Background: an optimization exercise with open tools, aiming at small area and few clock cycles per item. Do not read the settings as production practice.
The RTL was checked by simulation tests, not by an equivalence proof against the original design.
Power figures rest on the tool's default switching activity, not on a simulated workload.

**flow/config.mk**
```make
export PLATFORM = sky130hd
export DESIGN_NAME = capture_top
export DESIGN_NICKNAME = capture_top
export VERILOG_FILES = /design/flow/design.v
export SDC_FILE = /design/flow/constraint.sdc
export NUM_CORES = 4
export LEC_CHECK = 0
export CAP_MARGIN = 20
export CORE_MARGIN = 2
export CORE_UTILIZATION = 45
export SLEW_MARGIN = 20
```
**flow/constraint.sdc**
```tcl
create_clock -name core_clock -period 5.0 [get_ports {avalon_clk}]
set_input_delay 1.0000 -clock core_clock [delete_from_list [all_inputs] [get_ports {avalon_clk}]]
set_output_delay 1.0000 -clock core_clock [all_outputs]
set_load 0.01 [all_outputs]
```
**flow/design.v**
```verilog
`default_nettype none
package capture_pkg;
	localparam int NUM_CH         = 8;    
	localparam int CH_W           = 3;    
	localparam int SAMPLE_W       = 16;   
	localparam int LINE_W         = 256;                 
	localparam int WORDS_PER_LINE = LINE_W / SAMPLE_W;   
	localparam int ADDR_W         = 25;                  
	localparam int BURST_W        = 5;                   
	typedef logic [SAMPLE_W-1:0] sample_t;
	typedef logic [LINE_W-1:0]   line_t;
	typedef logic [CH_W-1:0]     chan_t;
	typedef logic [NUM_CH-1:0]   chan_mask_t;    
	typedef logic [ADDR_W-1:0]   dram_addr_t;    
	typedef logic [BURST_W-1:0]  burst_cnt_t;
endpackage
`default_nettype wire
`timescale 1ns/1ps
`default_nettype none
module lane_packer (
	input  logic    avalon_clk,
	input  logic    rst_n,
	input  logic    in_valid,
	input  capture_pkg::sample_t in_data,
	output logic    in_ready,
	output logic    burst_ready,          
	output capture_pkg::line_t   line0,
	output capture_pkg::line_t   line1,
	input  logic    rd0,                  
	input  logic    rd1                   
);
	localparam int W = capture_pkg::SAMPLE_W;
	localparam int N = capture_pkg::WORDS_PER_LINE;
	logic [4:0] wr_ptr;                   
	logic       full0, full1;             
	logic       take;
	assign in_ready    = wr_ptr[4] ? !full1 : (!full0 || rd0);
	assign take        = in_valid && in_ready;
	assign burst_ready = full0 && (full1 || (take && wr_ptr == 5'd31));
	always_ff @(posedge avalon_clk) begin
		if (!rst_n) begin
			wr_ptr <= '0;
			full0  <= 1'b0;
			full1  <= 1'b0;
		end else begin
			if (take) begin
				wr_ptr <= wr_ptr + 1'b1;
				if (wr_ptr == 5'd15) full0 <= 1'b1;
				if (wr_ptr == 5'd31) full1 <= 1'b1;
			end
			if (rd0) full0 <= 1'b0;
			if (rd1) full1 <= 1'b0;
		end
	end
	always_ff @(posedge avalon_clk) begin
		for (int k = 0; k < N; k++) begin
			if (take && wr_ptr == 5'(k))      line0[k*W +: W] <= in_data;
			if (take && wr_ptr == 5'(N + k))  line1[k*W +: W] <= in_data;
		end
	end
endmodule
`default_nettype wire
`timescale 1ns/1ps
`default_nettype none
module burst_arbiter (
	input  capture_pkg::chan_mask_t req,
	input  capture_pkg::chan_t      last_ch,
	output logic                    found,
	output capture_pkg::chan_t      pick
);
	always_comb begin
		pick  = last_ch;
		found = 1'b0;
		for (int i = 1; i <= capture_pkg::NUM_CH; i++) begin
			if (!found && req[capture_pkg::chan_t'(last_ch + i)]) begin
				found = 1'b1;
				pick  = capture_pkg::chan_t'(last_ch + i);
			end
		end
	end
endmodule
`default_nettype wire
`timescale 1ns/1ps
`default_nettype none
module dram_write_ctrl (
	input  logic       avalon_clk,
	input  logic       rst_n,
	input  capture_pkg::chan_mask_t burst_ready,
	input  logic [capture_pkg::NUM_CH*capture_pkg::LINE_W-1:0] line0,
	input  logic [capture_pkg::NUM_CH*capture_pkg::LINE_W-1:0] line1,
	output capture_pkg::chan_mask_t rd0,
	output capture_pkg::chan_mask_t rd1,
	input  logic       avl_waitrequest_n,
	output logic       avl_write,
	output capture_pkg::dram_addr_t avl_address,
	output capture_pkg::line_t      avl_writedata,
	output capture_pkg::burst_cnt_t avl_burstcount,
	output logic       avl_beginbursttransfer
);
	localparam int NCH    = capture_pkg::NUM_CH;
	localparam int LW     = capture_pkg::LINE_W;
	localparam int OFFS_W = capture_pkg::ADDR_W - capture_pkg::CH_W - 1;   
	logic               busy;             
	logic               beat;             
	capture_pkg::chan_t ch;               
	logic [OFFS_W-1:0]  offs [NCH];       
	logic               take;
	logic               done;
	capture_pkg::chan_mask_t req;
	logic               found;
	capture_pkg::chan_t pick;
	assign take = busy && avl_waitrequest_n;
	assign done = take && beat;
	always_comb begin
		req = burst_ready;
		if (busy) req[ch] = 1'b0;
	end
	burst_arbiter u_arb (
		.req     (req),
		.last_ch (ch),
		.found   (found),
		.pick    (pick)
	);
	always_comb begin
		rd0 = '0;
		rd1 = '0;
		if (take && !beat) rd0[ch] = 1'b1;
		if (take &&  beat) rd1[ch] = 1'b1;
	end
	always_ff @(posedge avalon_clk) begin
		if (!rst_n) begin
			busy <= 1'b0;
			beat <= 1'b0;
			ch   <= capture_pkg::chan_t'(NCH - 1);      
		end else if (!busy || done) begin
			busy <= found;
			beat <= 1'b0;
			if (found) ch <= pick;
		end else if (take) begin
			beat <= 1'b1;
		end
	end
	always_ff @(posedge avalon_clk) begin
		if (!rst_n) begin
			for (int i = 0; i < NCH; i++) offs[i] <= '0;
		end else if (done) begin
			offs[ch] <= offs[ch] + 1'b1;
		end
	end
	assign avl_write              = busy;
	assign avl_beginbursttransfer = busy && !beat;
	assign avl_burstcount         = capture_pkg::burst_cnt_t'(2);
	assign avl_address            = {ch, offs[ch], 1'b0};
	assign avl_writedata          = beat ? line1[ch*LW +: LW] : line0[ch*LW +: LW];
endmodule
`default_nettype wire
`timescale 1ns/1ps
`default_nettype none
module capture_top (
	input  logic                  avalon_clk,
	input  logic                  rst_n,
	input  capture_pkg::chan_mask_t            in_valid,
	input  capture_pkg::sample_t [capture_pkg::NUM_CH-1:0]  in_data,
	output capture_pkg::chan_mask_t            in_ready,
	input  logic                  avl_waitrequest_n,
	output logic                  avl_write,
	output capture_pkg::dram_addr_t            avl_address,
	output capture_pkg::line_t                 avl_writedata,
	output capture_pkg::burst_cnt_t            avl_burstcount,
	output logic                  avl_beginbursttransfer
);
	localparam int NCH = capture_pkg::NUM_CH;
	localparam int LW  = capture_pkg::LINE_W;
	capture_pkg::chan_mask_t      burst_ready;
	logic [NCH*LW-1:0]            line0;
	logic [NCH*LW-1:0]            line1;
	capture_pkg::chan_mask_t      rd0;
	capture_pkg::chan_mask_t      rd1;
	for (genvar c = 0; c < NCH; c++) begin : g_lane
		lane_packer u_lane (
			.avalon_clk  (avalon_clk),
			.rst_n       (rst_n),
			.in_valid    (in_valid[c]),
			.in_data     (in_data[c]),
			.in_ready    (in_ready[c]),
			.burst_ready (burst_ready[c]),
			.line0       (line0[c*LW +: LW]),
			.line1       (line1[c*LW +: LW]),
			.rd0         (rd0[c]),
			.rd1         (rd1[c])
		);
	end
	dram_write_ctrl u_wr (
		.avalon_clk             (avalon_clk),
		.rst_n                  (rst_n),
		.burst_ready            (burst_ready),
		.line0                  (line0),
		.line1                  (line1),
		.rd0                    (rd0),
		.rd1                    (rd1),
		.avl_waitrequest_n      (avl_waitrequest_n),
		.avl_write              (avl_write),
		.avl_address            (avl_address),
		.avl_writedata          (avl_writedata),
		.avl_burstcount         (avl_burstcount),
		.avl_beginbursttransfer (avl_beginbursttransfer)
	);
endmodule
`default_nettype wire
```
**flow/run.sh**
```bash
#!/bin/bash
# synth_recipe.tcl (not shown) runs the flow's synth.tcl, then flattens the netlist and writes it again
# the make line also repeats each setting of config.mk as NAME=value (left out here)
make -C /OpenROAD-flow-scripts/flow DESIGN_CONFIG=/design/flow/config.mk WORK_HOME=/design/flow/orfs CLKGATE_MAP_FILE= SYNTH_SCRIPT=/design/flow/synth_recipe.tcl finish
```
==> results_tabular.tex <==
\begin{tabular}{lr}
\hline
Metric & Value \\
\hline
\multicolumn{2}{l}{\textbf{Drt}} \\
\quad Routed vias/inst & 6.84 \\
\quad Routed wire length per instance & 50.0 um \\
\quad Total wire length after detailed routing & 699 mm \\
\quad Met2 routed wirelength & 302 mm \\
\quad Number of remaining DRC errors & 0 \\
\quad DRT Pass-1 Iters & 8 \\
\quad Total met3 wirelength after detailed routing & 116 mm \\
\quad Initial DRC Count & 23.4k \\
\quad Uppermost layer routed & met5 \\
\quad Wire length the detailed router placed on met1 & 229 mm \\
\quad Remaining antenna violation count & 0 \\
\quad Routed vias & 95.7k \\
\multicolumn{2}{l}{\textbf{Status}} \\
\quad Run status & failed layout checks \\
\quad SO Faults & setup timing \\
\multicolumn{2}{l}{\textbf{Timing}} \\
\quad Setup repair after global routing missed its margin & yes \\
\quad Crit path setup slack, layout & -0.0365 ns \\
\quad Worst slew slack as a fraction of its limit & 10.9\% \\
\quad Fmax & 199 MHz \\
\quad Maximum clock skew at final layout & 0.0593 ns \\
\quad Worst slew pin tran & 1.34 ns \\
\quad Number of hold-slack violations in the final timing report & 0 \\
\quad Final period util & 101\% \\
\quad Min Tclk post-route & 5.04 ns \\
\quad Hold slack & 0.485 ns \\
\quad Count of pins over their slew limit & 0 \\
\quad Count of final setup violators & 7 \\
\multicolumn{2}{l}{\textbf{Placement}} \\
\quad Cell total after placement & 12.9k \\
\quad Count of buffers from port buffering & 428 \\
\quad Placer Congestion & 1.01 \\
\quad Placement-stage worst setup slack & -0.0205 ns \\
\quad HPWL after DPL & 463 mm \\
\multicolumn{2}{l}{\textbf{Synth}} \\
\quad Seq cells post-synth & 4328 \\
\quad Main synth FF type & sky130\_fd\_sc\_hd\_\_edfxtp\_1 \\
\quad Area share of the leading cell type in the synthesized netlist & 76.7\% \\
\quad FFs w/ async S/R, synth & 0\% \\
\quad Cell area after synthesis & 167000 sq um \\
\quad Synthesized instance count & 7301 \\
\quad Post-synth EDFFs & 4264 \\
\quad Distinct cell type count of the synthesized netlist & 77 \\
\quad Most area-hungry cell type in the Yosys netlist & sky130\_fd\_sc\_hd\_\_edfxtp\_1 \\
\quad Synthesized area per cell & 22.9 sq um \\
\quad Dominant cells by area after synthesis & sky130\_fd\_sc\_hd\_\_edfxtp\_1, sky130\_fd\_sc\_hd\_\_mux4\_2, sky130\_fd\_sc\_hd\_\_nor2\_1, sky130\_fd\_sc\_hd\_\_dfxtp\_1, sky130\_fd\_sc\_hd\_\_nand2\_1 \\
\quad Yosys warnings & 3 \\
\quad Sequential share of the synthesized area & 77.5\% \\
\multicolumn{2}{l}{\textbf{Critical path}} \\
\quad Kind of start point of the critical path & flop \\
\quad Maximum fanout count along the critical path & 45 \\
\quad Critical path, cell by cell & buf\_12 -> buf\_12 -> buf\_12 -> mux4\_2 -> mux4\_2 -> clkdlybuf4s50\_1 \\
\quad Cell type with the highest occurrence count on the critical path & sky130\_fd\_sc\_hd\_\_buf\_12 \\
\quad Slowest-stage cell, CP & sky130\_fd\_sc\_hd\_\_clkdlybuf4s50\_1 \\
\quad Number of buffer and inverter stages on the critical path & 4 \\
\quad Max incr delay on CP & 0.75 ns \\
\quad Critical path capture point type & output port \\
\quad Required arrival time at the worst endpoint & 4.00 ns \\
\quad Largest delay contributor family on the critical path & buffers and inverters \\
\quad Data arrival, critical path & 4.04 ns \\
\quad Crit Path Class & reg2out \\
\multicolumn{2}{l}{\textbf{Floorplanning}} \\
\quad Core outline area & 369000 sq um \\
\quad Height of the die & 613 um \\
\quad Placement row count & 223 \\
\quad Initial Utilization & 45.2\% \\
\quad Die Area & 376000 sq um \\
\quad Number of I/O pins & 435 \\
\quad DIE WIDTH & 613 um \\
\multicolumn{2}{l}{\textbf{Power}} \\
\quad Clock group share of total power & 34.3\% \\
\quad Areal power density over the cells & 482 nW/um\^{}2 \\
\quad NetSw & 28300 uW \\
\quad Sw frac & 29.9\% \\
\quad Internal & 66500 uW \\
\quad Combinational group share of total power & 23.1\% \\
\quad IR Drop Worst-Case VDD & 385 uV \\
\quad Overall power consumption & 94800 uW \\
\quad Pleak & 0.0630 uW \\
\quad Register share of total power & 42.7\% \\
\multicolumn{2}{l}{\textbf{Clock network}} \\
\quad Clock buffer depth & 4 \\
\quad Depth of the CTS H-tree & 5 \\
\quad CTS clock-pin slew for the worst setup and hold paths & 0.06 ns \\
\quad Clock Sinks & 4328 \\
\quad Clock tree root driver cell & sky130\_fd\_sc\_hd\_\_clkbuf\_16 \\
\quad Clock network latency to the later pin of the worst-skew pair & 1.04 ns \\
\quad Cts bufs inserted & 436 \\
\quad Clock tree from TritonCTS & yes \\
\multicolumn{2}{l}{\textbf{Cells and area}} \\
\quad Most common library cell in the layout ignoring fill and taps & sky130\_fd\_sc\_hd\_\_edfxtp\_1 \\
\quad Final standard cell count with taps included and fillers excluded & 14.0k \\
\quad Share of the core filled with cells & 53.2\% \\
\quad Area Growth Syn to Fin & 17.7\% \\
\quad Final \#Nets & 8636 \\
\quad Fraction of layout instances using a drive strength above 1 & 33.2\% \\
\quad Commonest cells after routing, fill and taps aside & sky130\_fd\_sc\_hd\_\_edfxtp\_1, sky130\_fd\_sc\_hd\_\_mux4\_2, sky130\_fd\_sc\_hd\_\_buf\_4 \\
\multicolumn{2}{l}{\textbf{Min path}} \\
\quad Kind of path behind the tightest hold check & in2reg \\
\multicolumn{2}{l}{\textbf{Global route}} \\
\quad First-pass GRT wire length & 887 mm \\
\quad Overflow after GRT & 0 \\
\quad Number of antenna violations at the first check in global routing & 213 \\
\quad Number of global-route vias before repair & 88.0k \\
\quad Total routing resource utilization after global routing & 37.0\% \\
\quad Pin count of the biggest net entering global routing & 112 \\
\multicolumn{2}{l}{\textbf{Run}} \\
\quad Total of max-cap violations & 0 \\
\hline
\end{tabular}
==> worst paths after layout <==
| kind | depth (start not counted) | end | slack [ns] | start |
|---|---|---|---|---|
| worst max-delay path | 6 | avl_writedata[51] | -0.04 | u_wr.ch[0]$_SDFFE_PN1P_ |
| worst min-delay path | 1 | g_lane[2].u_lane.line0[12]$_DFFE_PP_ | 0.49 | in_data[44] |
| worst max register to register | 10 | g_lane[4].u_lane.line1[97]$_DFFE_PP_ | 0.36 | u_wr.ch[1]$_SDFFE_PN1P_ |
| worst min register to register | 2 | g_lane[4].u_lane.wr_ptr[1]$_SDFFE_PN0P_ | 0.53 | g_lane[4].u_lane.wr_ptr[1]$_SDFFE_PN0P_ |
==> what timing repair did <==
action / in CTS / in global routing
buffers inserted: 8 / 0
gates resized for setup: 87 / 41
hold buffers: 0 / 0
endpoints found under the setup margin: 247 / 36
cloned: 2 / 5
==> state kept, by name, summed over array words and instances (netlist names), named ones only <==
name                  cells
u_wr.busy                 1
u_wr.offs               168
g_lane.u_lane.wr_ptr     40
u_wr.beat                 1
g_lane.u_lane.line0    2048
g_lane.u_lane.full0       8
g_lane.u_lane.line1    2048
u_wr.ch                   3
g_lane.u_lane.full1       8
==> cell families after synthesis <==
| group | count (synthesis) | synth area share (%) |
|---|---|---|
| mux | 1318 | 17.6 |
| xor+xnor | 48 | 0.261 |
| other cells | 2 | 0.00450 |
| buf+inv | 435 | 1.02 |
| fa+ha+maj | 58 | 0.435 |
| flops | 4328 | 77.5 |
| compound gates | 149 | 0.658 |
| simple gates | 963 | 2.59 |
==> per-stage QoR <==
step | cell area [sq um] | TNS [ns]
after floorplan | 167000 | 0
after global placement | 181000 | 0
after detailed placement | 181000 | -0.302
after CTS | 196000 | -0.00911
after global routing | 196000 | -0.0921
final | 197000 | -0.111
==> synthesized netlist by cell type (all sizes together), types with 5 or more instances <==
master	n
a211oi	13
a21oi	21
a311oi	6
a31oi	41
and2	87
and3	87
buf	173
clkbuf	220
dfxtp	64
edfxtp	4264
ha	58
inv	41
mux2	12
mux2i	19
mux4	1287
nand2	280
nand2b	17
nand3	16
nand4	11
nor2	393
nor3	34
nor4	6
o211ai	5
o21ai	6
o31a	5
or2	8
or3	5
xnor2	23
xor2	25
==> routing by layer <==
metal	track usage [%]	up-vias
li1	-	33300
met1	48.1	51300
met2	52.8	9468
met3	13.8	1530
met4	22.6	50
met5	1.12	-
==> layout make-up <==
| cell class | count | area, sq um |
|---|---|---|
| diodes | 240 | 601 |
| clock buffers | 541 | 11400 |
| clock inverters | 250 | 2460 |
| fillers | 28200 | 173000 |
| inverters | 42 | 166 |
| multi-input cells | 2542 | 36400 |
| flip-flops and latches | 4328 | 129000 |
| well taps | 4950 | 6190 |
| repair buffers | 1089 | 9960 |
==> power groups by stage <==
stage / logic [uW] / registers [uW] / clock network (uW)
final: 21900 / 40400 / 32500
after global routing: 21900 / 40400 / 33800
after CTS: 21300 / 40400 / 32500
after detailed placement: 21200 / 41300 / 0
after global placement: 21200 / 41200 / 0
after floorplan: 9080 / 41000 / 0
Testbench counts, summed over its fixed seeds: cycles 6,389, items 3,072.

afterwards: timing with drivers on the ports:
The results above use ideal ports. As a check the final layout listed here was re-extracted and re-timed, cells and wires unchanged.
Step 1 (the two cells are an assumption about what drives the block):
set clk [get_ports {avalon_clk}]
set_driving_cell -lib_cell sky130_fd_sc_hd__clkbuf_16 $clk
set_driving_cell -lib_cell sky130_fd_sc_hd__buf_2 [delete_from_list [all_inputs] $clk]
Step 2 moves the port delays by t, midway between the first and last clock arrival at a register: inputs arrive t later, outputs are due t later. That takes back most of the time a late clock gives input paths.
Slacks: no drivers / after step 1 / after step 2; pairs: no drivers / after step 1.
shift t [ns]: 1.131
slack for setup (ns): -0.037 / -0.160 / -0.343
worst hold slack (ns): 0.485 / 0.383 / 0.530
worst setup path at the end: input to register
cell pins on the clock port's net: 1
The setup slack of this run moves by -0.123 ns with the drivers and by -0.306 ns with both steps.
